This design comes from an exercise in tuning for small area and a short achievable clock period on the open sky130 flow, not from production work. In this exercise RTL edits were held to simulation tests only and were not proved equivalent to the original. No activity file was given, so power comes from the tool's default toggle rates.

--- flow/config.mk ---
export PLATFORM = sky130hd
export DESIGN_NAME = lookahead_router
export DESIGN_NICKNAME = lookahead_router
export VERILOG_FILES = /design/flow/design.v
export SDC_FILE = /design/flow/constraint.sdc
export NUM_CORES = 4
export LEC_CHECK = 0
export CAP_MARGIN = 20
export CORE_MARGIN = 2
export CORE_UTILIZATION = 40
export SLEW_MARGIN = 20
--- flow/constraint.sdc ---
create_clock -name core_clock -period 9.0 [get_ports {clk}]
set_input_delay 1.8000 -clock core_clock [delete_from_list [all_inputs] [get_ports {clk}]]
set_output_delay 1.8000 -clock core_clock [all_outputs]
set_load 0.01 [all_outputs]
--- flow/design.v ---
`timescale 1ns/1ps
module router_input_queue (
  input  logic        clk,
  input  logic        rst,
  input  logic        wr_i,
  input  logic [33:0] data_i,
  input  logic        rd_i,
  output logic [33:0] data_o,
  output logic        empty_o,
  output logic        full_o
);
  logic [33:0] mem [4];
  logic [3:0]  rd_oh;
  logic [1:0]  wr_ptr;
  logic [4:0]  cnt_oh;    
  logic push;
  logic pop;
  assign empty_o = cnt_oh[0];
  assign full_o  = cnt_oh[4];
  assign pop  = rd_i & ~empty_o;
  assign push = wr_i & ~full_o & ~(empty_o & rd_i);
  always_comb begin
    data_o = empty_o ? data_i : '0;
    for (int j = 0; j < 4; j++) begin
      data_o = data_o | ({34{rd_oh[j] & ~empty_o}} & mem[j]);
    end
  end
  always_ff @(posedge clk) begin
    if (rst) begin
      rd_oh  <= 4'b0001;
      wr_ptr <= '0;
      cnt_oh <= 5'b00001;
    end else begin
      if (pop) begin
        rd_oh <= {rd_oh[2:0], rd_oh[3]};
      end
      if (push) begin
        wr_ptr <= wr_ptr + 1'b1;
      end
      if (push & ~pop) begin
        cnt_oh <= {cnt_oh[3:0], 1'b0};
      end else if (pop & ~push) begin
        cnt_oh <= {1'b0, cnt_oh[4:1]};
      end
    end
  end
  always_ff @(posedge clk) begin
    if (wr_i & ~full_o) begin
      mem[wr_ptr] <= data_i;
    end
  end
endmodule
`timescale 1ns/1ps
module xy_lookahead_route #(
  parameter int out_port = 0
) (
  input  logic [5:0] position_i,
  input  logic [5:0] destination_i,
  output logic [4:0] next_route_o
);
  localparam logic [4:0] go_north = 5'b00001;
  localparam logic [4:0] go_south = 5'b00010;
  localparam logic [4:0] go_west  = 5'b00100;
  localparam logic [4:0] go_east  = 5'b01000;
  localparam logic [4:0] go_local = 5'b10000;
  logic [2:0] pos_x, pos_y, dst_x, dst_y, nb_x, nb_y;
  assign pos_x = position_i[5:3];
  assign pos_y = position_i[2:0];
  assign dst_x = destination_i[5:3];
  assign dst_y = destination_i[2:0];
  always_comb begin
    nb_x = pos_x;
    nb_y = pos_y;
    case (out_port)
      0: nb_y = pos_y - 1'b1;
      1: nb_y = pos_y + 1'b1;
      2: nb_x = pos_x - 1'b1;
      3: nb_x = pos_x + 1'b1;
      default: ;
    endcase
  end
  always_comb begin
    if (out_port == 4) begin
      next_route_o = go_local;
    end else if (dst_x > nb_x) begin
      next_route_o = go_east;
    end else if (dst_x < nb_x) begin
      next_route_o = go_west;
    end else if (dst_y > nb_y) begin
      next_route_o = go_south;
    end else if (dst_y < nb_y) begin
      next_route_o = go_north;
    end else begin
      next_route_o = go_local;
    end
  end
endmodule
`timescale 1ns/1ps
module router_input_port (
  input  logic        clk,
  input  logic        rst,
  input  logic [34:0] link_i,
  input  logic        pop_i,
  output logic [33:0] head_o,
  output logic        valid_o,
  output logic [4:0]  request_o,
  output logic        stop_o
);
  logic empty;
  router_input_queue u_router_input_queue (
    .clk     (clk),
    .rst     (rst),
    .wr_i    (~link_i[34]),
    .data_i  (link_i[33:0]),
    .rd_i    (pop_i),
    .data_o  (head_o),
    .empty_o (empty),
    .full_o  (stop_o)
  );
  assign valid_o = ~(empty & link_i[34]);
  assign request_o = {5{valid_o & head_o[33]}} & head_o[4:0];
endmodule
`timescale 1ns/1ps
module router_arbiter #(
  parameter int out_port = 0
) (
  input  logic       clk,
  input  logic       rst,
  input  logic [4:0] request_i,
  input  logic       fwd_head_i,
  input  logic       fwd_tail_i,
  output logic [4:0] grant_o
);
  localparam int np = 5;
  localparam int first = (out_port == 0) ? 1 : 0;
  logic [4:0] ptr_q;      
  logic       locked_q;
  logic [4:0] held_q;
  logic [4:0] req;
  logic [4:0] rr_grant;
  logic [4:0] ptr_d;
  always_comb begin
    req = request_i;
    req[out_port] = 1'b0;
  end
  logic [24:0] ahead;    
  always_comb begin
    for (int j = 0; j < np; j++) begin
      for (int k = 0; k < np; k++) begin
        ahead[j*np + k] = 1'b0;
        for (int d = 1; d < np; d++) begin
          if (d <= (j - k + np) % np) ahead[j*np + k] = ahead[j*np + k] | ptr_q[(k + d) % np];
        end
      end
    end
  end
  always_comb begin
    for (int k = 0; k < np; k++) begin
      rr_grant[k] = req[k];
      for (int j = 0; j < np; j++) begin
        if (j != k && j != out_port && k != out_port) begin
          rr_grant[k] = rr_grant[k] & ~(req[j] & ahead[j*np + k]);
        end
      end
    end
  end
  assign grant_o = locked_q ? held_q : rr_grant;
  always_comb begin
    ptr_d = '0;
    for (int k = 0; k < np; k++) begin
      if ((k + 1) % np == out_port) ptr_d[(k + 2) % np] = ptr_d[(k + 2) % np] | grant_o[k];
      else                          ptr_d[(k + 1) % np] = ptr_d[(k + 1) % np] | grant_o[k];
    end
  end
  always_ff @(posedge clk) begin
    if (rst) begin
      ptr_q    <= 5'(1 << first);
      locked_q <= 1'b0;
    end else if (fwd_tail_i) begin
      locked_q <= 1'b0;
      ptr_q    <= ptr_d;
    end else if (fwd_head_i) begin
      locked_q <= 1'b1;
    end
  end
  always_ff @(posedge clk) begin
    if (!locked_q) begin
      held_q <= rr_grant;
    end
  end
endmodule
`timescale 1ns/1ps
module router_output_port #(
  parameter int out_port = 0
) (
  input  logic          clk,
  input  logic          rst,
  input  logic [5:0]    position_i,
  input  logic [169:0]  heads_i,
  input  logic [4:0]    valid_i,
  input  logic [4:0]    requests_i,
  input  logic          stop_i,
  output logic [4:0]    pop_o,
  output logic [34:0]   link_o
);
  localparam int np = 5;
  logic [4:0]  grant;
  logic [33:0] xbar_flit;
  logic        xbar_valid;
  logic        fwd;
  logic        void_q;
  logic [33:0] flit_q;
  logic [4:0]  next_route;
  router_arbiter #(
    .out_port (out_port)
  ) u_router_arbiter (
    .clk        (clk),
    .rst        (rst),
    .request_i  (requests_i),
    .fwd_head_i (fwd & xbar_flit[33]),
    .fwd_tail_i (fwd & xbar_flit[32]),
    .grant_o    (grant)
  );
  always_comb begin
    xbar_flit  = '0;
    xbar_valid = 1'b0;
    for (int k = 0; k < np; k++) begin
      if (k != out_port) begin
        xbar_flit  = xbar_flit | ({34{grant[k]}} & heads_i[k*34 +: 34]);
        xbar_valid = xbar_valid | (grant[k] & valid_i[k]);
      end
    end
  end
  assign fwd = xbar_valid & ~stop_i;
  always_comb begin
    for (int k = 0; k < np; k++) begin
      pop_o[k] = (k != out_port) ? (grant[k] & valid_i[k] & ~stop_i) : 1'b0;
    end
  end
  always_ff @(posedge clk) begin
    if (rst) begin
      void_q <= 1'b1;
    end else if (!stop_i) begin
      void_q <= ~xbar_valid;
    end
  end
  always_ff @(posedge clk) begin
    if (!stop_i) begin
      flit_q <= xbar_flit;
    end
  end
  xy_lookahead_route #(
    .out_port (out_port)
  ) u_xy_lookahead_route (
    .position_i    (position_i),
    .destination_i (flit_q[25:20]),
    .next_route_o  (next_route)
  );
  assign link_o = {void_q, flit_q[33:5], flit_q[33] ? next_route : flit_q[4:0]};
endmodule
`timescale 1ns/1ps
module lookahead_router (
  input  logic         clk,
  input  logic         rst,
  input  logic [5:0]   position_i,
  input  logic [174:0] link_i,
  output logic [4:0]   stop_o,
  output logic [174:0] link_o,
  input  logic [4:0]   stop_i
);
  localparam int num_ports = 5;
  logic [169:0] heads;
  logic [4:0]   valids;
  logic [24:0]  requests;    
  logic [24:0]  req_by_out;  
  logic [24:0]  pops;        
  logic [4:0]   pop_in;
  logic [5:0]   position_q;
  always_ff @(posedge clk) begin
    position_q <= position_i;
  end
  always_comb begin
    pop_in = '0;
    for (int o = 0; o < num_ports; o++) begin
      pop_in = pop_in | pops[o*5 +: 5];
    end
    for (int o = 0; o < num_ports; o++) begin
      for (int i = 0; i < num_ports; i++) begin
        req_by_out[o*5 + i] = requests[i*5 + o];
      end
    end
  end
  for (genvar i = 0; i < num_ports; i++) begin : g_input
    router_input_port u_router_input_port (
      .clk       (clk),
      .rst       (rst),
      .link_i    (link_i[i*35 +: 35]),
      .pop_i     (pop_in[i]),
      .head_o    (heads[i*34 +: 34]),
      .valid_o   (valids[i]),
      .request_o (requests[i*5 +: 5]),
      .stop_o    (stop_o[i])
    );
  end
  for (genvar o = 0; o < num_ports; o++) begin : g_output
    router_output_port #(
      .out_port (o)
    ) u_router_output_port (
      .clk        (clk),
      .rst        (rst),
      .position_i (position_q),
      .heads_i    (heads),
      .valid_i    (valids),
      .requests_i (req_by_out[o*5 +: 5]),
      .stop_i     (stop_i[o]),
      .pop_o      (pops[o*5 +: 5]),
      .link_o     (link_o[o*35 +: 35])
    );
  end
endmodule
--- flow/run.sh ---
#!/bin/bash
# synth_recipe.tcl (not shown) runs the flow's synth.tcl, then flattens the netlist and writes it again
# the make line also repeats each setting of config.mk as NAME=value (left out here)
make -C /OpenROAD-flow-scripts/flow DESIGN_CONFIG=/design/flow/config.mk WORK_HOME=/design/flow/orfs CLKGATE_MAP_FILE= SYNTH_SCRIPT=/design/flow/synth_recipe.tcl finish
==> summary.md, run 1 <==
| Metric | Value |
|---|---|
| Status | no timing/DRC/antenna violations |
| Final Cycle Share | 0.6397 |
| Post-CTS setup buffers | 0 |
| Pin slew with the least headroom to its limit | 1.232 ns |
| Worst setup EP type | output port |
| First-pass GRT wire length | 202000 um |
| Pleak | 16.90 nW |
| Cell count after synthesis | 3179 |
| Sw Share | 0.3594 |
| ANT nets after route | 0 |
| PostCTS Resize Cnt | 0 |
| Slew HR | 0.1700 |
| Number of buffers added on ports | 367 |
| CTS Hold Bufs | 0 |
| Number of remaining DRC errors | 0 |
| Gate power share | 0.321 |
| Critical Path RT | 7.20 ns |
| Register area share after synthesis | 0.6691 |
| Total vias in the final route | roughly 29000 |
| Clock share of power | 0.266 |
| HPWL after detailed placement | 98460 um |
| CTS buffer count | between 100 and 150 |
| Final nets | 3601 |
| Maxcap violations | 0 |
| Clk Latency, worst-skew pair | between 0.6 and 0.7 ns |
| Mapped cell area | 41620 um^2 |
| Max VDD drop | 142.3 uV |
| #FFs+latches synth | 966 |
| Die H | 326.6 um |
| Reg2reg path depth | 13 |
| FF/Latch Area | 27850 um^2 |
| YS warnings | 17 |
| Final WL | roughly 150000 um |
| Die area | 106600 um^2 |
| Worst hold stages | 2 |
| Drt pass-1 iters | 9 |
| Gpl congestion | 0.9416 |
| Main area contributors after synthesis | edfxtp_1 (61%), dfxtp_1 (5.6%), a22oi_1 (4.8%), nand2_1 (2.9%), buf_4 (2.8%) |
| Number of global-route vias before repair | 27310 |
| Clock root cell | clkbuf_16 |
| I/O pins | 368 |
| Post-Route Skew | between 0.03 and 0.04 ns |
| Crit start category | register |
| Initial antenna violation count | 12 |
| Total GRT Usage | 0.2630 |
| Primary FF master, synth | edfxtp_1 |
| Setup TNS | 0 ns |
| Sequential share of power | 0.412 |
| H-Tree Depth | 3 |
| Post-DR vias/cell | 6.069 |
| Post-Place Setup Slack | 2.938 ns |
| Max Buffers Root-to-Sink | 3 |
| Switching power | about 5.7 mW |
| Ys async rst share | 0 |
| Overflow after GRT | 0 |
| Area fraction of the dominant cell type after synthesis | 0.6133 |
| Post-synthesis cell type count | 83 |
| Clk sinks | about 970 |
| Final WS setup | 3.243 ns |
| Critical path arrival | 3.96 ns |
| Dominant cell type by area after synthesis | edfxtp_1 |
| Fmax | about 170 MHz |
| Unrepaired setup endpoints after global routing | no |
| Mapped Nets | roughly 3400 |
| Fill cells | roughly 9100 |
| Number of flops mapped to enable cells by yosys | 850 |
| WL per Instance | 30.08 um |
| Row cnt | 118 |
| Pwr/cell area | 322.4 nW/um^2 |
| CP max FO | 4 |
| Setup violators final | 0 |
| CTS tree | built |
| Multi-input logic area | 11660 um^2 |
| Final min period | about 5.8 ns |
| Share of cells above drive strength 1 | 0.09178 |
| Initial DRC Count | 4233 |
| Worst hold-check path type | reg2reg |
| Die W | 326.6 um |
| Placeable Area | 103300 um^2 |
| Layout overhead on the synthesized area | 17.95% |
| Initial Utilization | 0.4027 |
| Setup CP Type | reg2out |
| Final Hold Viols | 0 |
| Largest net degree at the start of global routing | 57 |
| Mean Syn Cell Area | 13.09 um^2 |
| Cell-internal power | 10.14 mW |
| Max Slew Vio Count | 0 |
| CTS clk-pin slew, worst paths | ~0.060 ns |
[cells in the mapped netlist, types with 48 or more instances]
library cell  count
a21oi_1         109
a221o_1          52
a221oi_1         90
a22oi_1         266
buf_4           157
clkbuf_1        147
dfxtp_1         116
edfxtp_1        850
ha_1             53
inv_1            75
nand2_1         322
nand3_1          69
nor2_1          212
nor2b_1          48
o221ai_1         58
o22ai_1          74
[state kept, by name (all words and copies together) (netlist names), 6 cells and up]
register                                                 flops
g_input.u_router_input_port.u_router_input_queue.cnt_oh     25
g_input.u_router_input_port.u_router_input_queue.mem       680
g_input.u_router_input_port.u_router_input_queue.rd_oh      20
g_input.u_router_input_port.u_router_input_queue.wr_ptr     10
g_output.u_router_output_port.flit_q                       170
g_output.u_router_output_port.u_router_arbiter.held_q       25
g_output.u_router_output_port.u_router_arbiter.ptr_q        20
position_q                                                   6
[worst paths after layout]
check | from | endpoint | slack, ns
worst max-delay path | position_q[4]$_DFF_P_ | link_o[70] | 3.24
worst min register to register | register | register | 0.45
worst min-delay path | register | register | 0.45
worst max register to register | register | register | 4.24
[power groups by stage]
| stage | combinational [mW] | sequential, mW | clock, mW |
|---|---|---|---|
| after floorplan | 2.98 | 6.13 | 0 |
| after global placement | 4.87 | 6.59 | 0 |
| after detailed placement | 4.90 | 6.58 | 0 |
| after CTS | 4.92 | 6.50 | 4.26 |
| after global routing | 5.28 | 6.55 | 4.42 |
| final | 5.08 | 6.53 | 4.22 |
[layout by cell type, fill, tap and decap left out, types with 53 or more instances in the layout]
| master | instances |
|---|---|
| nand2_1 | 322 |
| buf_4 | 67 |
| nor2_1 | 211 |
| edfxtp_1 | 850 |
| clkbuf_16 | 102 |
| a22oi_1 | 266 |
| dfxtp_1 | 111 |
| a221oi_1 | 87 |
| inv_1 | 70 |
| nand3_1 | 69 |
| o22ai_1 | 74 |
| ha_1 | 53 |
| a21oi_1 | 109 |
| o221ai_1 | 58 |
| clkdlybuf4s50_1 | 366 |
[metrics by stage]
step	std cells	instance area [um^2]	hold WS, ns	util	total power, mW
floorplan	3179	41620	0.4092	-	9.111
global placement	4626	45670	0.4226	0.4419	11.46
detailed placement	4631	45700	0.4296	0.4422	11.48
CTS	4818	49020	0.4448	0.4743	15.68
global route	4826	49090	0.4852	0.4750	16.25
finish	4826	49090	0.4507	0.4750	15.83
[cell families after synthesis]
logic type	Yosys count	share of synthesized area
AOI/OAI and AO/OA	916	0.1696
DFF	966	0.6691
adders and majority gates	53	0.01593
xor gates and xnor gates	7	0.001473
and+or+nand+nor	755	0.07894
muxes	38	0.009169
buffers and inverters	444	0.05582
[worst max-delay path: stages, from the launching register on]
cell and delay (ns):
dfxtp_1 0.48, inv_1 0.15, ha_1 0.32, ha_1 0.30, nor2b_1 0.13, o21a_1 0.12
o21ai_0 0.16, o32ai_1 0.91, clkdlybuf4s50_1 0.73
[metal layers]
layer | part of all wire | wire [um] | track usage | vias to the layer above
met4 | 0.048 | 7016 | 0.1148 | 12
met1 | 0.39 | 57070 | 0.3586 | 14550
li1 | - | - | - | 12610
met3 | 0.13 | 18370 | 0.08884 | 318
met2 | 0.43 | 62660 | 0.3812 | 1800
met5 | 0.00048 | 69 | 0 | -
[cell type report]
| type | count | area share |
|---|---|---|
| diodes | 3 | 0.0001529 |
| clock buffers | 121 | 0.05365 |
| clock inverters | 66 | 0.01397 |
| inverters | 79 | 0.006040 |
| multi-input cells | 1769 | 0.2376 |
| flip-flops and latches | 966 | 0.5674 |
| well taps | 1380 | 0.03517 |
| repair buffers | 442 | 0.08604 |
==> run 2: changes to the inputs <==
--- a/flow/design.v
+++ b/flow/design.v
@@ -14,10 +14,8 @@
   logic [1:0]  wr_ptr;
   logic [4:0]  cnt_oh;    
-  logic push;
   logic pop;
   assign empty_o = cnt_oh[0];
   assign full_o  = cnt_oh[4];
-  assign pop  = rd_i & ~empty_o;
-  assign push = wr_i & ~full_o & ~(empty_o & rd_i);
+  assign pop = rd_i & ~empty_o;
   always_comb begin
     data_o = empty_o ? data_i : '0;
@@ -26,4 +24,10 @@
     end
   end
+  logic [4:0] cnt_rd, cnt_nrd;
+  logic       push_rd, push_nrd;
+  assign push_nrd = wr_i & ~full_o;
+  assign push_rd  = wr_i & ~full_o & ~empty_o;
+  assign cnt_nrd  = push_nrd ? {cnt_oh[3:0], 1'b0} : cnt_oh;
+  assign cnt_rd   = empty_o ? cnt_oh : (push_rd ? cnt_oh : {1'b0, cnt_oh[4:1]});
   always_ff @(posedge clk) begin
     if (rst) begin
@@ -35,12 +39,8 @@
         rd_oh <= {rd_oh[2:0], rd_oh[3]};
       end
-      if (push) begin
+      if (rd_i ? push_rd : push_nrd) begin
         wr_ptr <= wr_ptr + 1'b1;
       end
-      if (push & ~pop) begin
-        cnt_oh <= {cnt_oh[3:0], 1'b0};
-      end else if (pop & ~push) begin
-        cnt_oh <= {1'b0, cnt_oh[4:1]};
-      end
+      cnt_oh <= rd_i ? cnt_rd : cnt_nrd;
     end
   end
@@ -52,9 +52,8 @@
 endmodule
 `timescale 1ns/1ps
-module xy_lookahead_route #(
-  parameter int out_port = 0
-) (
+module xy_lookahead_route (
   input  logic [5:0] position_i,
   input  logic [5:0] destination_i,
+  input  logic [4:0] route_i,
   output logic [4:0] next_route_o
 );
@@ -70,16 +69,9 @@
   assign dst_y = destination_i[2:0];
   always_comb begin
-    nb_x = pos_x;
-    nb_y = pos_y;
-    case (out_port)
-      0: nb_y = pos_y - 1'b1;
-      1: nb_y = pos_y + 1'b1;
-      2: nb_x = pos_x - 1'b1;
-      3: nb_x = pos_x + 1'b1;
-      default: ;
-    endcase
+    nb_x = route_i[3] ? pos_x + 1'b1 : (route_i[2] ? pos_x - 1'b1 : pos_x);
+    nb_y = route_i[1] ? pos_y + 1'b1 : (route_i[0] ? pos_y - 1'b1 : pos_y);
   end
   always_comb begin
-    if (out_port == 4) begin
+    if (route_i[4]) begin
       next_route_o = go_local;
     end else if (dst_x > nb_x) begin
@@ -100,4 +92,5 @@
   input  logic        clk,
   input  logic        rst,
+  input  logic [5:0]  position_i,
   input  logic [34:0] link_i,
   input  logic        pop_i,
@@ -107,5 +100,7 @@
   output logic        stop_o
 );
-  logic empty;
+  logic        empty;
+  logic [33:0] front;
+  logic [4:0]  next_route;
   router_input_queue u_router_input_queue (
     .clk     (clk),
@@ -114,10 +109,17 @@
     .data_i  (link_i[33:0]),
     .rd_i    (pop_i),
-    .data_o  (head_o),
+    .data_o  (front),
     .empty_o (empty),
     .full_o  (stop_o)
   );
   assign valid_o = ~(empty & link_i[34]);
-  assign request_o = {5{valid_o & head_o[33]}} & head_o[4:0];
+  xy_lookahead_route u_xy_lookahead_route (
+    .position_i    (position_i),
+    .destination_i (front[25:20]),
+    .route_i       (front[4:0]),
+    .next_route_o  (next_route)
+  );
+  assign head_o = {front[33:5], front[33] ? next_route : front[4:0]};
+  assign request_o = {5{valid_o & front[33]}} & front[4:0];
 endmodule
 `timescale 1ns/1ps
@@ -196,5 +198,4 @@
   input  logic          clk,
   input  logic          rst,
-  input  logic [5:0]    position_i,
   input  logic [169:0]  heads_i,
   input  logic [4:0]    valid_i,
@@ -211,5 +212,4 @@
   logic        void_q;
   logic [33:0] flit_q;
-  logic [4:0]  next_route;
   router_arbiter #(
     .out_port (out_port)
@@ -250,12 +250,5 @@
     end
   end
-  xy_lookahead_route #(
-    .out_port (out_port)
-  ) u_xy_lookahead_route (
-    .position_i    (position_i),
-    .destination_i (flit_q[25:20]),
-    .next_route_o  (next_route)
-  );
-  assign link_o = {void_q, flit_q[33:5], flit_q[33] ? next_route : flit_q[4:0]};
+  assign link_o = {void_q, flit_q};
 endmodule
 `timescale 1ns/1ps
@@ -295,4 +288,5 @@
       .clk       (clk),
       .rst       (rst),
+      .position_i (position_q),
       .link_i    (link_i[i*35 +: 35]),
       .pop_i     (pop_in[i]),
@@ -309,5 +303,4 @@
       .clk        (clk),
       .rst        (rst),
-      .position_i (position_q),
       .heads_i    (heads),
       .valid_i    (valids),
==> flow/flow/run.sh (new file) <==
#!/bin/bash
# Standard ORFS layout with plain buffers on the ports (one per port, as the
# standard flow does) and a tighter setup target for the resizer.
set -euo pipefail
bash standard.sh \
  BUFFER_PORTS_ARGS="-buffer_cell sky130_fd_sc_hd__buf_2" \
  SETUP_SLACK_MARGIN=5 \
  finish > flow_make.log 2>&1
==> flow/standard.sh (new file) <==
#!/bin/bash
# synth_recipe.tcl (not shown) runs the flow's synth.tcl, then flattens the netlist and writes it again
# the make line also repeats each setting of config.mk as NAME=value (left out here)
make -C /OpenROAD-flow-scripts/flow DESIGN_CONFIG=/design/flow/config.mk WORK_HOME=/design/flow/orfs CLKGATE_MAP_FILE= SYNTH_SCRIPT=/design/flow/synth_recipe.tcl "${@:-finish}"
--- a/flow/config.mk
+++ b/flow/config.mk
@@ -9,3 +9,4 @@
 export CORE_MARGIN = 2
 export CORE_UTILIZATION = 40
+export SETUP_SLACK_MARGIN = 5
 export SLEW_MARGIN = 20
removed: flow/run.sh
==> run 2 against run 1 <==
Still clean. Cell area is 1.6% higher. Utilization is 0.70 points higher. Non-clock buffer count grew 63. Clock power is essentially flat. Hold slack gained 0.0055 ns. Fmax up 44%. Wire length up 5.0%. Final cell count is 4.8% higher. Sequential share of layout area fell by 0.88 points. Largest cell class unchanged. Largest power group unchanged.
==> summary.md, run 2 <==
| Metric | Value |
|---|---|
| Status | no timing/DRC/antenna violations |
| Clock root cell | clkbuf_16 |
| Max VDD drop | 210.7 uV (+48%) |
| Crit start category | input pin |
| Biggest regs | g_input.u_router_input_port.u_router_input_queue.mem x680, g_output.u_router_output_port.flit_q x170 |
| Critical path arrival | 4.41 ns (+0.45 ns) |
| Clk sinks | 966 (unchanged) |
| #FFs+latches synth | 966 (unchanged) |
| Final nets | 3821 (+6.1%) |
| Overflow after GRT | 0 (unchanged) |
| Die area | 106800 um^2 (+0.14%) |
| Worst hold-check path type | reg2reg |
| Drt pass-1 iters | 14 (+5) |
| Synth cell count leaders | edfxtp_1 (850), nand2_1 (366), a22oi_1 (306), clkbuf_1 (143), nor2_1 (124) |
| Number of remaining DRC errors | 0 (unchanged) |
| Most common cell in the netlist | edfxtp_1 |
| Max FFs per register | 680 (unchanged) |
| Layout overhead on the synthesized area | 19.69% |
| Worst setup EP type | register |
| Cell count after synthesis | 3184 (+0.16%) |
| Mapped cell area | 41680 um^2 (+0.14%) |
| CTS Hold Bufs | 0 (unchanged) |
| CTS tree | built |
| Placed Area | 45150 um^2 (-1.2%) |
| Design Area, Final | 49890 um^2 (+1.6%) |
| H-Tree Depth | 3 (unchanged) |
| Post-synthesis cell type count | 91 (+9.6%) |
| Met2 global-route usage | 0.3883 (+0.007093) |
| Register area share after synthesis | 0.6681 (-0.0009239) |
| Row cnt | 118 (unchanged) |
| Mean Syn Cell Area | 13.09 um^2 (about the same) |
| Post-Route Skew | 0.06414 ns (+0.02840 ns) |
| Ys async rst share | 0 (unchanged) |
| Final Hold Viols | 0 (unchanged) |
| FF/Latch Area | 27860 um^2 (about the same) |
| Most used routing layer | met2 |
| CTS buffer count | 102 (unchanged) |
| Initial Utilization | 0.4027 (about the same) |
| Post-DR vias/cell | 6.243 (+2.9%) |
| Met1 Use GR | 0.3829 (+0.02430) |
| Maxcap violations | 0 (unchanged) |
| Pleak | 17.81 nW (+5.4%) |
| Unrepaired setup endpoints after global routing | yes |
| Mapped Nets | 3426 (+0.18%) |
| Max Buffers Root-to-Sink | 3 (unchanged) |
| Multi-input logic area | 13370 um^2 (+15%) |
| CP max FO | 5 (+1) |
| Primary FF master, synth | edfxtp_1 |
| First-pass GRT wire length | 210000 um (+4.0%) |
| Critical Path RT | 9.41 ns (+2.21 ns) |
| Number of flops mapped to enable cells by yosys | 850 (unchanged) |
| Commonest cells after routing, fill and taps aside | edfxtp_1 (850), buf_2 (367), nand2_1 (365) |
| Worst hold margin | 0.4561 ns (+0.005493 ns) |
| Worst Setup SP | link_i[72] |
| Die W | 326.8 um (about the same) |
| Main area contributors after synthesis | edfxtp_1 (61%), dfxtp_1 (5.6%), a22oi_1 (5.5%), nand2_1 (3.3%), a221oi_1 (2.0%) |
| Pwr/cell area | 312.9 nW/um^2 (-2.9%) |
| Final WL | 152500 um (+5.0%) |
| Number of buffers added on ports | 367 (unchanged) |
| Max Slew Vio Count | 0 (unchanged) |
| HPWL after detailed placement | 102100 um (+3.7%) |
| Initial DRC Count | 4910 (+16%) |
| Pin slew with the least headroom to its limit | 1.237 ns (+0.004639 ns) |
| WL per Instance | 30.14 um (+0.20%) |
| Fmax | 250.2 MHz (+44%) |
| Final min period | 3.996 ns (-1.761 ns) |
| Setup violators final | 0 (unchanged) |
| Area fraction of the dominant cell type after synthesis | 0.6124 (-0.0008469) |
| Fill cells | 9206 (+0.85%) |
| ANT nets after route | 0 (unchanged) |
| Largest net degree at the start of global routing | 71 (+25%) |
| Slew HR | 0.1756 (+0.005587) |
| Die H | 326.8 um (about the same) |
| Placeable Area | 103500 um^2 (+0.14%) |
| CTS clk-pin slew, worst paths | 0.07 ns (about the same) |
| Setup TNS | 0 ns (unchanged) |
| Initial antenna violation count | 38 (+26) |
| Final Cycle Share | 0.4440 (-0.1956) |
| Most common cell after layout, fill and taps aside | edfxtp_1 |
| Setup CP Type | in2reg |
| Number of global-route vias before repair | 28760 (+5.3%) |
| Clk Latency, worst-skew pair | 0.72 ns (+0.03 ns) |
| Total vias in the final route | 31580 (+7.8%) |
| Final Core Density | 0.4820 (+0.006987) |
| Share of cells above drive strength 1 | 0.2314 (+0.1396) |
| YS warnings | 13 (-4) |
| M3 GR Usage | 0.07943 (-0.009412) |
| Total GRT Usage | 0.2729 (+0.009948) |
| Gpl congestion | 0.9934 (+5.5%) |
| Reg with most FFs | g_input.u_router_input_port.u_router_input_queue.mem |
| Dominant cell type by area after synthesis | edfxtp_1 |
| I/O pins | 368 (unchanged) |
[run 2: changes by cell type in the layout (fill, tap and decap cells not counted), sizes merged, moves of 20 or more]
cell,previous run,this run
clkdlybuf4s50,366,0
o22ai,74,41
nor2,212,125
o221ai,58,30
buf,71,493
nand3,69,96
a21oi,111,69
nand2,323,366
a222oi,10,80
clkbuf,126,146
a22oi,271,312
o21ai,35,128
[run 2: layout make-up]
class | count | area share
diodes | 13 | 0.0006521
clock buffers | 134 | 0.05541
clock inverters | 56 | 0.01149
inverters | 89 | 0.008377
multi-input cells | 1913 | 0.2681
flip-flops and latches | 966 | 0.5585
well taps | 1380 | 0.03461
repair buffers | 505 | 0.06255
repair inverters | 2 | 0.0003261
[run 2: critical path, stage by stage]
cell      delay, ns
buf_8          0.11
a221oi_4       0.42
and2_4         0.22
a22oi_2        0.07
o21ai_1        0.12
ha_1           0.28
nor2b_4        0.13
o21ai_1        0.12
nand2b_1       0.10
nand2b_1       0.17
o32ai_2        0.12
buf_4          0.19
a222oi_1       0.36
o21ai_1        0.19
[run 2: timing repair]
| action | CTS | global route |
|---|---|---|
| cloned | 5 | 6 |
| setup buffers | 16 | 36 |
| gates resized for setup | 54 | 118 |
| setup endpoints to repair | 169 | 102 |
| pin swaps | 6 | 23 |
[run 2: logic make-up after synthesis]
group / after synthesis / share of synthesized area
compound gates: 1004 / 0.1854
xor+xnor: 30 / 0.006304
fa+ha+maj: 54 / 0.01621
buf+inv: 309 / 0.02987
flops: 966 / 0.6681
mux: 32 / 0.007835
simple gates: 789 / 0.08625
[run 2: final timing paths]
check | to | slack, ns | depth (start not counted)
worst max-delay path | g_output[4].u_router_output_port.flit_q[0]$_DFFE_PN_ | 5.00 | 14
worst min-delay path | register | 0.46 | 2
worst min register to register | register | 0.46 | 2
worst max register to register | g_output[0].u_router_output_port.flit_q[4]$_DFFE_PN_ | 5.08 | 16
[run 2: routing by layer]
metal | part of all wire | wire [um]
met5 | 0.0012 | 189
met4 | 0.054 | 8224
met3 | 0.13 | 19500
met2 | 0.42 | 64450
met1 | 0.39 | 60090
[run 2: per-stage QoR]
step	setup WS, ns	power (mW)	instances
6_report	5.004	15.61	5058
3_3_place_gp	3.639	10.86	4786
4_1_cts	4.943	15.19	4998
3_5_place_dp	3.579	10.88	4787
5_1_grt	4.948	16.10	5053
2_1_floorplan	4.935	8.810	3184
[run 2: power breakdown]
| group | internal [mW] | leakage, nW | switching, mW | total (mW) |
|---|---|---|---|---|
| Combinational | 1.64 | 7.29 | 3.41 | 5.05 |
| Clock | 2.38 | 1.61 | 1.81 | 4.19 |
| Sequential | 5.87 | 8.92 | 0.497 | 6.37 |
| Total | 9.89 | 17.8 | 5.71 | 15.6 |
==> run 3: changes to the inputs <==
--- a/flow/design.v
+++ b/flow/design.v
@@ -130,27 +130,24 @@
   input  logic       rst,
   input  logic [4:0] request_i,
-  input  logic       fwd_head_i,
+  input  logic       fwd_i,
   input  logic       fwd_tail_i,
   output logic [4:0] grant_o
 );
   localparam int np = 5;
-  localparam int first = (out_port == 0) ? 1 : 0;
-  logic [4:0] ptr_q;      
-  logic       locked_q;
-  logic [4:0] held_q;
-  logic [4:0] req;
-  logic [4:0] rr_grant;
-  logic [4:0] ptr_d;
+  logic [4:0]  last_q;    
+  logic        locked_q;
+  logic [4:0]  req;
+  logic [4:0]  rr_grant;
+  logic [24:0] ahead;     
   always_comb begin
     req = request_i;
     req[out_port] = 1'b0;
   end
-  logic [24:0] ahead;    
   always_comb begin
     for (int j = 0; j < np; j++) begin
       for (int k = 0; k < np; k++) begin
         ahead[j*np + k] = 1'b0;
-        for (int d = 1; d < np; d++) begin
-          if (d <= (j - k + np) % np) ahead[j*np + k] = ahead[j*np + k] | ptr_q[(k + d) % np];
+        for (int d = 0; d < np; d++) begin
+          if (d < (j - k + np) % np) ahead[j*np + k] = ahead[j*np + k] | last_q[(k + d) % np];
         end
       end
@@ -167,26 +164,12 @@
     end
   end
-  assign grant_o = locked_q ? held_q : rr_grant;
-  always_comb begin
-    ptr_d = '0;
-    for (int k = 0; k < np; k++) begin
-      if ((k + 1) % np == out_port) ptr_d[(k + 2) % np] = ptr_d[(k + 2) % np] | grant_o[k];
-      else                          ptr_d[(k + 1) % np] = ptr_d[(k + 1) % np] | grant_o[k];
-    end
-  end
+  assign grant_o = locked_q ? last_q : rr_grant;
   always_ff @(posedge clk) begin
     if (rst) begin
-      ptr_q    <= 5'(1 << first);
+      last_q   <= 5'b10000;
       locked_q <= 1'b0;
-    end else if (fwd_tail_i) begin
-      locked_q <= 1'b0;
-      ptr_q    <= ptr_d;
-    end else if (fwd_head_i) begin
-      locked_q <= 1'b1;
-    end
-  end
-  always_ff @(posedge clk) begin
-    if (!locked_q) begin
-      held_q <= rr_grant;
+    end else if (fwd_i) begin
+      last_q   <= grant_o;
+      locked_q <= ~fwd_tail_i;
     end
   end
@@ -218,6 +201,6 @@
     .rst        (rst),
     .request_i  (requests_i),
-    .fwd_head_i (fwd & xbar_flit[33]),
-    .fwd_tail_i (fwd & xbar_flit[32]),
+    .fwd_i      (fwd),
+    .fwd_tail_i (xbar_flit[32]),
     .grant_o    (grant)
   );
==> flow/flow/run.sh (replaced) <==
#!/bin/bash
# Standard ORFS layout with plain buffers on the ports (one per port, as the
# standard flow does), a tighter setup target for the resizer and a clock
# tree built from smaller buffers without dummy loads.
set -euo pipefail
bash standard.sh \
  BUFFER_PORTS_ARGS="-buffer_cell sky130_fd_sc_hd__buf_2" \
  SLEW_MARGIN=40 CAP_MARGIN=30 \
  SETUP_SLACK_MARGIN=5.5 \
  CTS_ARGS="-sink_clustering_enable -repair_clock_nets -dont_use_dummy_load -buf_list sky130_fd_sc_hd__clkbuf_8" \
  finish > flow_make.log 2>&1
--- a/flow/config.mk
+++ b/flow/config.mk
@@ -6,7 +6,7 @@
 export NUM_CORES = 4
 export LEC_CHECK = 0
-export CAP_MARGIN = 20
+export CAP_MARGIN = 30
 export CORE_MARGIN = 2
 export CORE_UTILIZATION = 40
 export SETUP_SLACK_MARGIN = 5
-export SLEW_MARGIN = 20
+export SLEW_MARGIN = 40
==> run 3 against run 2 <==
Largest cell class unchanged. Critical endpoint is now g_output[1].u_router_output_port.flit_q[0]$_DFFE_PN_. Critical path type unchanged. Still clean. Clock skew up 0.041 ns. Final cell count up 1.6%. Cell area grew 3.8%.
==> summary.md, run 3 <==
| Metric | Value |
|---|---|
| Status | no timing/DRC/antenna violations |
| Critical Path RT | 9.53 ns (+0.12 ns) |
| Cell count after synthesis | 3102 (-2.6%) |
| Ys async rst share | 0 (unchanged) |
| Crit start category | input pin |
| Area fraction of the dominant cell type after synthesis | 0.6236 (+0.01121) |
| Setup violators final | 0 (unchanged) |
| #FFs+latches synth | 942 (-2.5%) |
| Fill cells | 8748 (-5.0%) |
| Gate power share | 0.465 (+0.141) |
| Slowest CP cell | a221oi_4 |
| Biggest regs | g_input.u_router_input_port.u_router_input_queue.mem x680, g_output.u_router_output_port.flit_q x170, g_input.u_router_input_port.u_router_input_queue.cnt_oh x25 |
| Final Hold Viols | 0 (unchanged) |
| Initial Utilization | 0.4029 (about the same) |
| Max stage delay on crit path | 0.32 ns (-0.10 ns) |
| Total vias in the final route | 32210 (+2.0%) |
| Worst setup EP type | register |
| Worst hold stages | 2 (unchanged) |
| Die W | 323.9 um (-0.89%) |
| Reg2reg path depth | 12 (-4) |
| Pleak | 18.53 nW (+4.0%) |
| Overflow after GRT | 0 (unchanged) |
| Levels on crit path | 15 (+1) |
| Max FFs per register | 680 (unchanged) |
| Die area | 104900 um^2 (-1.8%) |
| CTS Hold Bufs | 0 (unchanged) |
| Die H | 323.9 um (-0.89%) |
| Switching power | 7.673 mW (+34%) |
| Maxcap violations | 0 (unchanged) |
| Clock share of power | 0.166 (-0.102) |
| Synth cell count leaders | edfxtp_1 (850), nand2_1 (379), a22oi_1 (284), clkbuf_1 (153), nor2_1 (147) |
| Initial antenna violation count | 28 (-26%) |
| Multi-input logic area | 14890 um^2 (+11%) |
| Fmax | 267.5 MHz (+6.9%) |
| Post-Route Skew | 0.1047 ns (+0.04054 ns) |
| Post-synthesis cell type count | 93 (+2.2%) |
| CTS clk-pin slew, worst paths | 0.06 ns (about the same) |
| CP bufs+invs | 1 (-1) |
| CTS buffer count | 159 (+56%) |
| Gpl congestion | 0.9819 (-1.2%) |
| Total GRT Usage | 0.2872 (+0.01427) |
| Clk sinks | 942 (-2.5%) |
| Sequential share of power | 0.369 (-0.039) |
| FF/Latch Area | 27390 um^2 (-1.7%) |
| Mapped cell area | 40930 um^2 (-1.8%) |
| Register area share after synthesis | 0.6686 (about the same) |
| Share of cells above drive strength 1 | 0.3328 (+0.1014) |
| Max Slew Vio Count | 0 (unchanged) |
| Reg with most FFs | g_input.u_router_input_port.u_router_input_queue.mem |
| Max Buffers Root-to-Sink | 3 (unchanged) |
| Initial DRC Count | 4355 (-11%) |
| Slew HR | 0.2803 (+0.1047) |
| Largest net degree at the start of global routing | 55 (-23%) |
| Row cnt | 117 (-0.85%) |
| Cell-internal power | 10.95 mW (+11%) |
| YS warnings | 13 (unchanged) |
| Number of global-route vias before repair | 29550 (+2.8%) |
| Placeable Area | 101600 um^2 (-1.8%) |
| First-pass GRT wire length | 214400 um (+2.1%) |
| WL per Instance | 30.89 um (+2.5%) |
| Design Area, Final | 51760 um^2 (+3.8%) |
| Drt pass-1 iters | 11 (-3) |
| Most common cell after layout, fill and taps aside | edfxtp_1 |
| Final Cycle Share | 0.4153 (-0.02872) |
| Setup CP Type | in2reg |
| Dominant cell type by area after synthesis | edfxtp_1 |
| Number of buffers added on ports | 367 (unchanged) |
| H-Tree Depth | 4 (+1) |
| Critical path arrival | 4.27 ns (-0.14 ns) |
| Clk Latency, worst-skew pair | 0.85 ns (+0.13 ns) |
| Primary FF master, synth | edfxtp_1 |
| HPWL after detailed placement | 103800 um (+1.7%) |
| Final WL | 158700 um (+4.1%) |
| CTS tree | built |
| Pin slew with the least headroom to its limit | 1.070 ns (-0.1662 ns) |
| Placed Area | 45770 um^2 (+1.4%) |
| CP max FO | 4 (-1) |
| Layout overhead on the synthesized area | 26.46% |
| Worst hold-check path type | reg2reg |
| Unrepaired setup endpoints after global routing | yes |
| Clock root cell | clkbuf_8 |
| Sw Share | 0.4119 (+0.04584) |
| Commonest cells after routing, fill and taps aside | edfxtp_1 (850), nand2_1 (369), buf_2 (369) |
| Pwr/cell area | 359.9 nW/um^2 (+15%) |
| ANT nets after route | 0 (unchanged) |
| Final nets | 4006 (+4.8%) |
| Cells along the critical path | buf_8 -> a221oi_4 -> nor2_1 -> nand2_1 -> o21ai_1 -> o21bai_1 -> ha_1 -> nor2b_2 -> o21ai_1 -> nand2b_1 -> nand2b_1 -> nor2_4 -> a31oi_4 -> o22ai_1 -> a221o_1 |
| Max VDD drop | 183.7 uV (-13%) |
| Post-DR vias/cell | 6.268 (+0.40%) |
| Setup TNS | 0 ns (unchanged) |
| Number of flops mapped to enable cells by yosys | 850 (unchanged) |
| Mapped Nets | 3344 (-2.4%) |
| Final min period | 3.738 ns (-0.2585 ns) |
| Mean Syn Cell Area | 13.19 um^2 (+0.80%) |
| Top Family by Delay on Critical Path | compound AO/OA/AOI/OAI gates |
| Most common cell in the netlist | edfxtp_1 |
| Main area contributors after synthesis | edfxtp_1 (62%), a22oi_1 (5.2%), dfxtp_1 (4.5%), nand2_1 (3.5%), a221oi_1 (2.0%) |
| Number of remaining DRC errors | 0 (unchanged) |
| I/O pins | 368 (unchanged) |
run 3: cell count changes after synthesis, moves of 11 or more:
cell,previous run,this run
o21ai_0,123,90
o221ai_1,30,83
inv_1,79,55
nand2_1,366,379
nand3_1,96,85
dfxtp_1,116,92
a222oi_1,80,24
buf_2,19,6
a22oi_1,306,284
and2_1,53,29
o211ai_1,37,18
a211o_1,21,4
o22a_1,1,49
nor2_1,124,147
run 3: stage by stage:
step	instances	hold WS, ns	power (mW)	utilization	worst slack (ns)
2_1_floorplan	3102	0.4391	10.72	-	4.919
3_3_place_gp	4721	0.4923	13.56	0.4475	3.921
3_5_place_dp	4743	0.5002	13.67	0.4505	3.844
4_1_cts	5012	0.5082	17.52	0.4894	5.358
5_1_grt	5134	0.5268	19.19	0.5094	5.175
6_report	5138	0.5138	18.63	0.5095	5.262
run 3: cell families (layout without fill, tap and decap cells):
family	Yosys count	after routing	synth area share
xor gates and xnor gates	25	25	0.005350
and+or+nand+nor	779	783	0.08385
buffers and inverters	272	927	0.02690
adders and majority gates	54	54	0.01651
AOI/OAI and AO/OA	1000	1001	0.1912
muxes	30	30	0.007612
other	0	8	0
DFF	942	942	0.6686
run 3: final cells by class:
class | count | area share
flip-flops and latches | 942 | 0.5291
multi-input cells | 1893 | 0.2877
repair buffers | 707 | 0.1024
clock buffers | 159 | 0.04228
well taps | 1368 | 0.03307
inverters | 60 | 0.005028
diodes | 8 | 0.0003868
repair inverters | 1 | 0.00009669
run 3: power groups by stage:
stage	Clock [mW]	Combinational [mW]	Sequential (mW)
floorplan	0	4.09	6.63
global placement	0	6.67	6.89
detailed placement	0	6.78	6.89
CTS	3.14	7.55	6.82
global route	3.31	8.97	6.91
finish	3.09	8.65	6.88
run 3: repair_timing:
| item | CTS | global route |
|---|---|---|
| setup endpoints to repair | 256 | 135 |
| gates resized for setup | 139 | 211 |
| gates cloned | 11 | 12 |
| pin swaps | 50 | 105 |
| setup buffers | 99 | 97 |
run 3: layer usage:
layer	global-route usage	routed length, um
met1	0.3831	61960
met2	0.4154	68740
met3	0.09702	18750
met4	0.1471	8989
met5	0	244
run 3: worst min-delay path, cell delays in order (launching register included):
cell	delay (ns)
dfxtp_1	0.34
nand3_1	0.08
nand3_1	0.06
run 3: worst paths after layout:
kind	start	to	slack, ns
min reg2reg	register	register	0.51
min	register	register	0.51
max	link_i[72]	g_output[1].u_router_output_port.flit_q[0]$_DFFE_PN_	5.26
max reg2reg	register	g_output[3].u_router_output_port.flit_q[1]$_DFFE_PN_	5.26
==> run 4: changes to the inputs <==
--- a/flow/flow/run.sh
+++ b/flow/flow/run.sh
@@ -7,5 +7,5 @@
   BUFFER_PORTS_ARGS="-buffer_cell sky130_fd_sc_hd__buf_2" \
   SLEW_MARGIN=40 CAP_MARGIN=30 \
-  SETUP_SLACK_MARGIN=5.5 \
+  SETUP_SLACK_MARGIN=6 \
   CTS_ARGS="-sink_clustering_enable -repair_clock_nets -dont_use_dummy_load -buf_list sky130_fd_sc_hd__clkbuf_8" \
   finish > flow_make.log 2>&1
==> run 4 against run 3 <==
First-iteration DRC count rose by 22%. Combinational power rose by 27%. Via count rose by 4.9%. Highest routed layer unchanged. Power rose by 13%. Fmax rose by 1.6%. Worst setup slack improved by 0.060 ns. Critical path type unchanged. Flip-flop and latch count did not move. Final cell count rose by 3.5%. Register-to-register slack improved by 0.21 ns. Cell area rose by 8.0%.
==> summary.md, run 4 <==
| Metric | Value |
|---|---|
| Share of cells above drive strength 1 | 0.4134 (+0.08059) |
| Unrepaired setup endpoints after global routing | yes |
| Total GRT Usage | 0.3130 (+0.02579) |
| Largest net degree at the start of global routing | 51 (-7.3%) |
| CTS buffer count | 159 (unchanged) |
| CTS Hold Bufs | 0 (unchanged) |
| HPWL after detailed placement | 103500 um (-0.31%) |
| Drt pass-1 iters | 9 (-2) |
| Dominant cell type by area after synthesis | edfxtp_1 |
| Final Cycle Share | 0.4086 (-0.006707) |
| Row cnt | 117 (unchanged) |
| Final WL | 171000 um (+7.8%) |
| Final nets | 4187 (+4.5%) |
| Cells along the critical path | buf_8 -> nand2b_4 -> a22oi_2 -> buf_6 -> buf_12 -> buf_6 -> nand2_4 -> a21oi_4 -> buf_4 -> buf_6 -> o41ai_4 -> buf_12 -> buf_8 -> a222oi_1 -> o21ai_1 |
| ANT nets after route | 0 (unchanged) |
| Critical Path End | g_output[2].u_router_output_port.flit_q[21]$_DFFE_PN_ |
| Number of flops mapped to enable cells by yosys | 850 (unchanged) |
| Max VDD drop | 194.5 uV (+5.9%) |
| Fmax | 271.9 MHz (+1.6%) |
| Final Hold Viols | 0 (unchanged) |
| WL per Instance | 32.14 um (+4.1%) |
| Reg2reg path depth | 15 (+3) |
| Worst hold-check path type | reg2reg |
| Final Total Pwr | 21.06 mW (+13%) |
| Biggest regs | g_input.u_router_input_port.u_router_input_queue.mem x680, g_output.u_router_output_port.flit_q x170, g_input.u_router_input_port.u_router_input_queue.cnt_oh x25 |
| Number of global-route vias before repair | 31660 (+7.1%) |
| Layout overhead on the synthesized area | 36.59% |
| Worst R2R Setup Slack | 5.47 ns (+0.21 ns) |
| Placeable Area | 101600 um^2 (unchanged) |
| Primary FF master, synth | edfxtp_1 |
| Post-DR vias/cell | 6.348 (+1.3%) |
| Ys async rst share | 0 (unchanged) |
| YS warnings | 13 (unchanged) |
| Mean Syn Cell Area | 13.19 um^2 (unchanged) |
| Design Area, Final | 55900 um^2 (+8.0%) |
| Slowest CP cell | a222oi_1 |
| Placed Area | 45680 um^2 (-0.19%) |
| Post-synthesis cell type count | 93 (unchanged) |
| Most common cell in the netlist | edfxtp_1 |
| First-pass GRT wire length | 231700 um (+8.0%) |
| CP max FO | 6 (+2) |
| Critical path arrival | 4.24 ns (-0.03 ns) |
| Setup violators final | 0 (unchanged) |
| Crit path top cell by count | buf_6 |
| Mapped Nets | 3344 (unchanged) |
| Max FFs per register | 680 (unchanged) |
| Worst Setup SP | link_i[69] |
| Synth cell count leaders | edfxtp_1 (850), nand2_1 (379), a22oi_1 (284), clkbuf_1 (153), nor2_1 (147) |
| Cell count after synthesis | 3102 (unchanged) |
| Die H | 323.9 um (unchanged) |
| Main area contributors after synthesis | edfxtp_1 (62%), a22oi_1 (5.2%), dfxtp_1 (4.5%), nand2_1 (3.5%), a221oi_1 (2.0%) |
| I/O pins | 368 (unchanged) |
| Status | no timing/DRC/antenna violations |
| Commonest cells after routing, fill and taps aside | edfxtp_1 (850), nand2_1 (361), buf_2 (333) |
| Maxcap violations | 0 (unchanged) |
| Gpl congestion | 0.9759 (-0.61%) |
| Overflow after GRT | 0 (unchanged) |
| Reg-to-Reg End | g_output[3].u_router_output_port.flit_q[3]$_DFFE_PN_ |
| Number of remaining DRC errors | 0 (unchanged) |
| Max stage delay on crit path | 0.59 ns (+0.27 ns) |
| Initial antenna violation count | 28 (unchanged) |
| CTS tree | built |
| Initial DRC Count | 5316 (+22%) |
| CTS clk-pin slew, worst paths | 0.06 ns (about the same) |
| Initial Utilization | 0.4029 (unchanged) |
| Total vias in the final route | 33770 (+4.9%) |
| Most common cell after layout, fill and taps aside | edfxtp_1 |
| Crit start category | input pin |
| H-Tree Depth | 4 (unchanged) |
| Max Buffers Root-to-Sink | 3 (unchanged) |
| Setup TNS | 0 ns (unchanged) |
| Reg with most FFs | g_input.u_router_input_port.u_router_input_queue.mem |
| Setup CP Type | in2reg |
| Area fraction of the dominant cell type after synthesis | 0.6236 (unchanged) |
| Clk Latency, worst-skew pair | 0.88 ns (+0.03 ns) |
| Clk sinks | 942 (unchanged) |
| Max Slew Vio Count | 0 (unchanged) |
| Slew HR | 0.3341 (+0.05374) |
| Pwr/cell area | 376.7 nW/um^2 (+4.7%) |
| Pin slew with the least headroom to its limit | 0.9885 ns (-0.08190 ns) |
| Final min period | 3.677 ns (-0.06036 ns) |
| Die area | 104900 um^2 (unchanged) |
| Mapped cell area | 40930 um^2 (unchanged) |
| Post-Route Skew | 0.1201 ns (+0.01539 ns) |
| Clock root cell | clkbuf_8 |
| Worst setup EP type | register |
| Pleak | 20.22 nW (+9.1%) |
| Number of buffers added on ports | 367 (unchanged) |
| Critical Path RT | 9.56 ns (+0.03 ns) |
| #FFs+latches synth | 942 (unchanged) |
| Die W | 323.9 um (unchanged) |
| Register area share after synthesis | 0.6686 (unchanged) |
==> run 4: cell counts after synthesis <==
Identical to the previous run, type by type.
==> run 4: metrics by stage <==
step | setup WS [ns] | hold WS [ns] | util | instances
after floorplan | 4.919 | 0.4391 | - | 3102
after global placement | 3.843 | 0.4903 | 0.4472 | 4706
after detailed placement | 3.782 | 0.4978 | 0.4496 | 4727
after CTS | 5.443 | 0.5067 | 0.5279 | 5206
after global routing | 5.279 | 0.5199 | 0.5501 | 5315
final | 5.323 | 0.5067 | 0.5503 | 5320
==> run 4: repair_timing <==
item,4_1_cts,5_1_grt
buffers inserted,278,89
endpoints found under the hold margin,0,0
endpoints found under the setup margin,436,436
pin swaps,208,201
cloned,42,7
gates resized for setup,582,276
==> run 4: area by class of cell <==
class	count	area, um^2
fillers	8254	45690
clock buffers	159	2188
flip-flops and latches	942	27420
well taps	1368	1712
multi-input cells	1898	16180
inverters	60	269.0
repair buffers	883	8105
diodes	9	22.52
repair inverters	1	11.26
==> run 4: worst min path at each step <==
stage               depth (start not counted)  slack, ns                                                 start                                                   end
floorplan                                   2       0.44  g_output[0].u_router_output_port.void_q$_SDFFE_PP1N_  g_output[0].u_router_output_port.void_q$_SDFFE_PP1N_
global route                                2       0.52                                              register                                              register
detailed placement                          2       0.50                                              register                                              register
CTS                                         2       0.51                                              register                                              register
finish                                      2       0.51                                              register                                              register
global placement                            2       0.49                                              register                                              register
==> run 4: power breakdown <==
part	total (mW)	switching [mW]	internal [mW]
clock	3.14	1.59	1.55
combinational	11.0	6.26	4.73
sequential	6.93	0.842	6.09
total	21.1	8.69	12.4
==> run 4: kinds of logic (layout without fill, tap and decap cells) <==
family                   count (synthesis)  count (layout)  synth area share
buffers and inverters                  272            1103           0.02690
XOR/XNOR                                25              25          0.005350
adder cells (fa/ha/maj)                 54              54           0.01651
multiplexers                            30              30          0.007612
AND/OR/NAND/NOR                        779             787           0.08385
flip-flops                             942             942            0.6686
AO/OA/AOI/OAI                         1000            1002            0.1912
other                                    0               9                 0
==> run 4: critical path, delay by kind of cell <==
family                 cells  cell delay [ns]
AO/OA/AOI/OAI              5             1.24
AND/OR/NAND/NOR            2             0.19
buffers and inverters      8             1.00
==> run 4: metal layers <==
layer  share of wire  vias up  global-route usage
met2            0.43     2369              0.4511
met5          0.0021        -            0.005093
li1                -    14080                   -
met4           0.073       38              0.1830
met3            0.13      734              0.1237
met1            0.36    16550              0.3975
==> run 5: changes to the inputs <==
--- a/flow/flow/run.sh
+++ b/flow/flow/run.sh
@@ -6,6 +6,6 @@
 bash standard.sh \
   BUFFER_PORTS_ARGS="-buffer_cell sky130_fd_sc_hd__buf_2" \
-  SLEW_MARGIN=40 CAP_MARGIN=30 \
-  SETUP_SLACK_MARGIN=6 \
+  SLEW_MARGIN=40 CAP_MARGIN=30 CORE_UTILIZATION=50 PLACE_DENSITY=0.72 \
+  SETUP_SLACK_MARGIN=5.5 \
   CTS_ARGS="-sink_clustering_enable -repair_clock_nets -dont_use_dummy_load -buf_list sky130_fd_sc_hd__clkbuf_8" \
   finish > flow_make.log 2>&1
--- a/flow/config.mk
+++ b/flow/config.mk
@@ -8,5 +8,6 @@
 export CAP_MARGIN = 30
 export CORE_MARGIN = 2
-export CORE_UTILIZATION = 40
+export CORE_UTILIZATION = 50
+export PLACE_DENSITY = 0.72
 export SETUP_SLACK_MARGIN = 5
 export SLEW_MARGIN = 40
==> run 5 against run 4 <==
Still clean on timing, DRC and antenna. Die area decreased by 20%. Wire length decreased by 10%. Clock power decreased by 5%. Flip-flop and latch count unchanged. Critical endpoint is now g_output[1].u_router_output_port.flit_q[0]$_DFFE_PN_.
==> summary.md, run 5 <==
| Metric | Value |
|---|---|
| Row cnt | 104 (-11%) |
| Switching power | 7.671 mW (-12%) |
| CTS tree | built |
| Initial antenna violation count | 22 (-21%) |
| Clock root cell | clkbuf_8 |
| Number of flops mapped to enable cells by yosys | 850 (unchanged) |
| Area fraction of the dominant cell type after synthesis | 0.6236 (unchanged) |
| YS warnings | 13 (unchanged) |
| HPWL after detailed placement | 96610 um (-6.7%) |
| Mapped Nets | 3344 (unchanged) |
| Die H | 290.1 um (-10%) |
| H-Tree Depth | 4 (unchanged) |
| Biggest regs | g_input.u_router_input_port.u_router_input_queue.mem x680, g_output.u_router_output_port.flit_q x170, g_input.u_router_input_port.u_router_input_queue.cnt_oh x25 |
| Sequential share of power | 0.365 (+0.036) |
| Max Slew Vio Count | 0 (unchanged) |
| Crit start category | input pin |
| Most used routing layer | met2 |
| Setup TNS | 0 ns (unchanged) |
| Unrepaired setup endpoints after global routing | yes |
| Worst hold-check path type | reg2reg |
| Fmax | 256.9 MHz (-5.5%) |
| Final nets | 4009 (-4.3%) |
| Pwr/cell area | 362.9 nW/um^2 (-3.7%) |
| Cell-internal power | 10.97 mW (-11%) |
| Overflow after GRT | 0 (unchanged) |
| Worst setup EP type | register |
| ANT nets after route | 0 (unchanged) |
| Final Cycle Share | 0.4324 (+0.02385) |
| Mapped cell area | 40930 um^2 (unchanged) |
| Dominant cell type by area after synthesis | edfxtp_1 |
| Post-DR vias/cell | 6.841 (+7.8%) |
| #FFs+latches synth | 942 (unchanged) |
| Max Buffers Root-to-Sink | 3 (unchanged) |
| Layout overhead on the synthesized area | 25.47% |
| Most common cell in the netlist | edfxtp_1 |
| Largest net degree at the start of global routing | 56 (+9.8%) |
| Worst hold stages | 2 (unchanged) |
| Pin slew with the least headroom to its limit | 0.9150 ns (-0.07343 ns) |
| Ys async rst share | 0 (unchanged) |
| First-pass GRT wire length | 211900 um (-8.5%) |
| Slew HR | 0.3891 (+0.05508) |
| Setup CP Type | in2reg |
| Final Hold Viols | 0 (unchanged) |
| CTS clk-pin slew, worst paths | 0.06 ns (about the same) |
| Clk sinks | 942 (unchanged) |
| Total vias in the final route | 33080 (-2.0%) |
| Gate power share | 0.475 (-0.047) |
| Synth cell count leaders | edfxtp_1 (850), nand2_1 (379), a22oi_1 (284), clkbuf_1 (153), nor2_1 (147) |
| Clock share of power | 0.160 (+0.011) |
| Main area contributors after synthesis | edfxtp_1 (62%), a22oi_1 (5.2%), dfxtp_1 (4.5%), nand2_1 (3.5%), a221oi_1 (2.0%) |
| Gpl congestion | 1.001 (+2.5%) |
| Final min period | 3.892 ns (+0.2147 ns) |
| WL per Instance | 31.75 um (-1.2%) |
| Final WL | 153500 um (-10%) |
| Placeable Area | 80810 um^2 (-20%) |
| Post-synthesis cell type count | 93 (unchanged) |
| Reg-to-Reg End | g_output[1].u_router_output_port.flit_q[0]$_DFFE_PN_ |
| Share of cells above drive strength 1 | 0.3320 (-0.08139) |
| Setup violators final | 0 (unchanged) |
| CP max FO | 5 (-1) |
| Mean Syn Cell Area | 13.19 um^2 (unchanged) |
| Post-Route Skew | 0.1026 ns (-0.01744 ns) |
| Clk Latency, worst-skew pair | 0.84 ns (-0.04 ns) |
| Reg with most FFs | g_input.u_router_input_port.u_router_input_queue.mem |
| Drt pass-1 iters | 10 (+1) |
| Register area share after synthesis | 0.6686 (unchanged) |
| Critical path arrival | 4.40 ns (+0.16 ns) |
| Primary FF master, synth | edfxtp_1 |
| Number of buffers added on ports | 367 (unchanged) |
| Initial Utilization | 0.5065 (+0.1036) |
| Die area | 84160 um^2 (-20%) |
| Reg2reg path depth | 18 (+3) |
| Status | no timing/DRC/antenna violations |
| Cell count after synthesis | 3102 (unchanged) |
| Commonest cells after routing, fill and taps aside | edfxtp_1 (850), nand2_1 (372), buf_2 (368) |
| Critical Path RT | 9.51 ns (-0.05 ns) |
| Met2 global-route usage | 0.4978 (+0.04667) |
| Post-Place Setup Slack | 3.696 ns (-0.08651 ns) |
| Most common cell after layout, fill and taps aside | edfxtp_1 |
| Total GRT Usage | 0.3458 (+0.03284) |
| Final WS setup | 5.108 ns (-0.2147 ns) |
| Number of global-route vias before repair | 30690 (-3.0%) |
| Met1 Use GR | 0.4687 (+0.07117) |
| I/O pins | 368 (unchanged) |
| Sw Share | 0.4116 (-0.001071) |
| Number of remaining DRC errors | 0 (unchanged) |
| M3 GR Usage | 0.1098 (-0.01391) |
| Max FFs per register | 680 (unchanged) |
| Worst R2R Setup Slack | 5.24 ns (-0.23 ns) |
| Maxcap violations | 0 (unchanged) |
| Max VDD drop | 274.1 uV (+41%) |
| Die W | 290.1 um (-10%) |
| CTS buffer count | 152 (-4.4%) |
| Initial DRC Count | 5158 (-3.0%) |
| Pleak | 18.54 nW (-8.3%) |
[run 5: power groups by stage]
stage          Combinational, mW  Sequential, mW  Clock (mW)
2_1_floorplan               4.09            6.63           0
3_3_place_gp                6.60            6.79           0
3_5_place_dp                6.72            6.79           0
4_1_cts                     7.77            6.73        3.01
5_1_grt                     9.08            6.82        3.18
6_report                    8.85            6.79        2.99
[run 5: final cells by class]
| cell class | count | area, um^2 |
|---|---|---|
| Sequential cell | 942 | 27390 |
| Timing Repair inverter | 1 | 6.256 |
| Tap cell | 1060 | 1326 |
| Clock buffer | 152 | 2092 |
| Inverter | 60 | 261.5 |
| Antenna cell | 11 | 27.53 |
| Fill cell | 5925 | 29450 |
| Multi-Input combinational cell | 1895 | 14850 |
| Timing Repair Buffer | 715 | 5404 |
[run 5: kinds of logic after synthesis]
logic type | Yosys count | synth area share
AO/OA/AOI/OAI | 1000 | 0.1912
XOR/XNOR | 25 | 0.005350
adder cells (fa/ha/maj) | 54 | 0.01651
buffers and inverters | 272 | 0.02690
flip-flops | 942 | 0.6686
multiplexers | 30 | 0.007612
AND/OR/NAND/NOR | 779 | 0.08385
[run 5: what timing repair did]
action	4_1_cts	5_1_grt
hold endpoints to repair	0	0
hold buffers	0	0
pin swaps	73	79
cloned	16	8
resized for setup	175	180
endpoints found under the setup margin	253	127
setup buffers	118	82
[run 5: metal layers]
layer  vias to the layer above  routed length (um)
met2                      2704               65160
met3                       554               22550
met5                         -                 126
met4                        22               10260
met1                     16100               55450
li1                      13700                   -
[run 5: worst max-delay path by stage]
stage / startpoint / endpoint / slack (ns)
CTS: link_i[72] / g_output[0].u_router_output_port.flit_q[0]$_DFFE_PN_ / 5.34
global route: link_i[73] / g_output[1].u_router_output_port.flit_q[0]$_DFFE_PN_ / 5.00
detailed placement: link_i[69] / register / 3.70
finish: link_i[73] / g_output[1].u_router_output_port.flit_q[0]$_DFFE_PN_ / 5.11
global placement: link_i[69] / register / 3.73
floorplan: link_i[3] / g_output[3].u_router_output_port.flit_q[0]$_DFFE_PN_ / 4.92
[run 5: worst max-delay path, stage by stage]
cell and delay, ns:
buf_6 0.08, nand2b_4 0.13, o31a_1 0.34, nor2_2 0.09, nand2_1 0.08, o21ai_1 0.07, o21bai_1 0.19, ha_1 0.34
nor2b_4 0.14, o21ai_2 0.12, nand2b_1 0.09, nand2b_1 0.16, nor2_4 0.06, a31oi_4 0.27, o22ai_2 0.10, a221o_1 0.34
[run 5: metrics by stage]
step	power (mW)	instances	hold WS [ns]	instance area, um^2	util
2_1_floorplan	10.72	3102	0.4391	42250	-
3_3_place_gp	13.39	4417	0.4882	45090	0.5580
5_1_grt	19.09	4832	0.5282	51350	0.6354
3_5_place_dp	13.52	4437	0.4954	45360	0.5614
6_report	18.64	4836	0.4991	51360	0.6355
4_1_cts	17.51	4723	0.5023	49620	0.6140

==> port drivers added, routing unchanged <==
Ports are ideal in the flow. The routed layouts listed here were re-timed in OpenROAD.
Step 1 sets driving cells, clkbuf_16 on the clock port and buf_2 on the other inputs (assumed; they add their load-dependent delay and slew).
Step 2 times the ports against the registers' clock, not the clock port: input delays grow and output delays shrink by t, the midpoint of the rising clock arrivals with the driver on.
Slacks: ideal ports / drivers / drivers and shift; pairs: ideal ports / drivers.
run | shift t [ns] | setup slack, ns | worst setup path at the end | clock arrival spread, ns | cell pins on the clock port's net
run 1 | 0.742 | 3.243 / 3.170 / 2.627 | input to register | 0.038 / 0.039 | 1
run 2 | 0.760 | 5.004 / 5.019 / 4.258 | input to register | 0.064 / 0.065 | 1
run 3 | 0.869 | 5.262 / 5.264 / 4.396 | input to register | 0.110 / 0.110 | 1
run 4 | 0.890 | 5.323 / 5.287 / 4.397 | input to register | 0.126 / 0.126 | 1
run 5 | 0.856 | 5.108 / 5.075 / 4.220 | input to register | 0.104 / 0.105 | 1
After both steps every run listed still meets setup and hold. The setup slack of run 4, which loses most, moves by -0.036 ns with the drivers and by -0.926 ns with both steps.
